Context: an optimization exercise on an open-source flow, tuned for small area, a short achievable clock period and few clock cycles per item. The choices shown serve that exercise and are no tape-out recipe.
At most, simulation tests tie the RTL to the original design; equivalence was not proved.
Power and IR drop assume default switching activity.

red:
==> flow/design.v (excerpt) <==
module conv_accel_top (
    input  logic                       clk,
    input  logic                       rst,
    input  logic                       req_valid_i,
    input  logic [1:0]                 req_op_i,
    input  logic                       req_imm_i,
    input  logic [cnn_pkg::DATA_W-1:0] req_rj_i,
    input  logic [cnn_pkg::DATA_W-1:0] req_rk_i,
    output logic                       req_ready_o,
    output logic                       rsp_valid_o,
    output logic                       mem_valid_o,
    input  logic                       mem_ready_i,
    output logic [cnn_pkg::DATA_W-1:0] mem_addr_o,
    output logic                       mem_read_o,
    output logic [cnn_pkg::DATA_W-1:0] mem_wdata_o,
    input  logic                       mem_rsp_valid_i,
    input  logic [cnn_pkg::DATA_W-1:0] mem_rsp_rdata_i
);
export LEC_CHECK = 0
export CAP_MARGIN = 20
export CORE_MARGIN = 2
export CORE_UTILIZATION = 40
export SLEW_MARGIN = 20
create_clock -name core_clock -period 10.0 [get_ports {clk}]
standard.sh (not shown) runs the stock make flow with config.mk's settings and CLKGATE_MAP_FILE= SYNTH_SCRIPT=/design/flow/synth_recipe.tcl, a recipe that flattens the netlist after the stock synthesis.
==> flow/flow/run.sh <==
#!/bin/bash
# Standard layout; ports buffered with a plain buffer, free cell resizing, and
# timing repair aiming past the 10 ns clock's slack.
set -euo pipefail
bash standard.sh SETUP_SLACK_MARGIN=6.6 MATCH_CELL_FOOTPRINT=0 "BUFFER_PORTS_ARGS=-buffer_cell sky130_fd_sc_hd__buf_4" finish > make_finish.log 2>&1
Changes in blue relative to red:
--- a/flow/design.v
+++ b/flow/design.v
@@ -1765,25 +1765,24 @@
     logic [LW-1:0]          n_q;
     logic [1:0]             km1_q;               
     logic [1:0]             kwm1_q;              
     logic [3:0][DW-1:0]     wt_q;
     logic                   idle_q;              
     logic                   busy_q;
     logic                   rsp_q;
     logic [1:0]             keffm1_q;            
     logic [2:0]             wtodo_q;             
     logic [2:0]             wrsp_q;              
     logic [LW-1:0]          rtodo_q;             
-    logic [AW-1:0]          rd_addr_q;           
-    logic [AW-1:0]          wr_addr_q;           
     logic [AW-1:0]          addr_q;              
+    logic [AW-1:0]          alt_q;               
     logic [2:0]             used_q;              
     logic                   req_v_q, req_rd_q;   
     logic                   req_lastw_q;         
     logic [S-1:0][DW-1:0]   win_q;               
     logic [PW-1:0]          pos_q;               
     logic [1:0]             tap_q;
     logic [LW-1:0]          orem_q;              
     logic [DW-1:0]          acc_s_q, acc_c_q;
     logic                   acc_full_q;          
     logic [1:0]             oinf_q;              
     logic [DW-1:0]          res_q;
@@ -1884,49 +1883,45 @@
                 end else begin
                     keffm1_q    <= keff_reuse;
                     wtodo_q     <= '0;
                     wrsp_q      <= '0;
                     req_lastw_q <= 1'b0;
                     rtodo_q     <= n_q - LW'(1);
                     used_q      <= 3'd1;
                 end
             end else if (busy_q) begin
                 if (last_wr) idle_q <= 1'b1;
                 if (rsp_w) wrsp_q <= wrsp_q - 3'd1;
-                if (slot) begin
-                    req_v_q  <= new_wr | new_rd;
-                    req_rd_q <= ~new_wr;
-                end
+                if (slot) req_v_q <= new_wr | new_rd;
+                if (new_wr | new_rd) req_rd_q <= new_rd;
                 if (new_rd) begin
                     req_lastw_q <= (wtodo_q == 3'd1);
                     if (wtodo_q != 3'd0) wtodo_q <= wtodo_m1;
                 end
                 if (new_src_rd) rtodo_q <= rtodo_m1;
                 used_q <= new_src_rd ? used_inc : used_keep;
             end
         end
     end
-    logic [AW-1:0] rd_addr_d, wr_addr_d;
-    logic [AW-1:0] addr_inc;                     
-    assign addr_inc  = addr_q + AW'(1);
-    assign rd_addr_d = rd_acc ? (req_lastw_q ? src_q : addr_inc) : rd_addr_q;
-    assign wr_addr_d = wr_acc ? addr_inc : wr_addr_q;
+    logic [AW-1:0] addr_inc, addr_nx;
+    logic          swap;
+    assign addr_inc = addr_q + AW'(1);
+    assign addr_nx  = rd_acc ? (req_lastw_q ? src_q : addr_inc) : (wr_acc ? addr_inc : addr_q);
+    assign swap     = (new_wr & req_rd_q) | (new_rd & ~req_rd_q);
     always_ff @(posedge clk) begin
         if (conv_hsk) begin
-            wr_addr_q <= dst_q;
-            addr_q    <= req_imm_i ? req_rj_i[DW-1:2] : src_q;
+            addr_q <= req_imm_i ? req_rj_i[DW-1:2] : src_q;
+            alt_q  <= dst_q;
         end else begin
-            rd_addr_q <= rd_addr_d;
-            wr_addr_q <= wr_addr_d;
-            if (new_wr)      addr_q <= wr_addr_d;
-            else if (new_rd) addr_q <= rd_addr_d;
+            addr_q <= swap ? alt_q : addr_nx;
+            if (swap) alt_q <= addr_nx;
         end
     end
     logic [1:0] widx;
     assign widx = km1_q + 2'd1 - wrsp_q[1:0];    
     always_ff @(posedge clk) begin
         for (int i = 0; i < 4; i++) begin
             if (rsp_w && widx == 2'(i)) wt_q[i] <= mem_rsp_rdata_i;
         end
         if (rsp_d) begin
             win_q[0] <= mem_rsp_rdata_i;
             for (int i = 1; i < S; i++) win_q[i] <= win_q[i-1];
==> summary.txt <==
Average via count per standard cell: blue < red
Comparing blue and red, the lower worst ir drop on vdd was measured on red.
Summary of blue over red: number of core rows decreased by 2 relative to the old numbers, total chip power decreased by about 0.9% relative to the old numbers, post-place instance area decreased by about 2.8% relative to the old numbers.
blue ends up with a number of buffers added by the clock tree synthesis step that is 3 lower than in red.
blue: number of register bits inferred by synthesis 3.6% below red
blue: post-layout instance area is about 3% lower than what red reported.
Diff red -> blue: final setup slack of the worst path shows an increase of 0.095 ns, routed wire length shows a reduction of 3.8%.
Testbench counts of blue, summed over its fixed seeds: cycles 8,990, items 2,528.
The RTL of red was laid out without a check of its function.

separate check: timing with driven ports:
Ports are ideal in the flow. The routed layouts listed here were re-timed in OpenROAD.
Step 1, drivers: a clkbuf_16 drives clk and a buf_2 each remaining input, both assumed.
Step 2 adds t to the input delays and takes it off the output delays; t is the mean of the earliest and latest rising clock arrival at the registers after step 1. Input paths then give back, and output paths get back, about the clock's delay inside the block.
Three values: no drivers, after step 1, after step 2; two values: the first two.
| run | t (ns) | setup WS [ns] | worst setup path at the end |
|---|---|---|---|
| red | 0.726 | 6.539 / 6.539 / 5.908 | input to register |
| blue | 0.728 | 6.634 / 6.578 / 5.946 | input to register |
After both steps every run listed still meets setup and hold. The setup slack of blue, which loses most, moves by -0.056 ns with the drivers and by -0.688 ns with both steps.
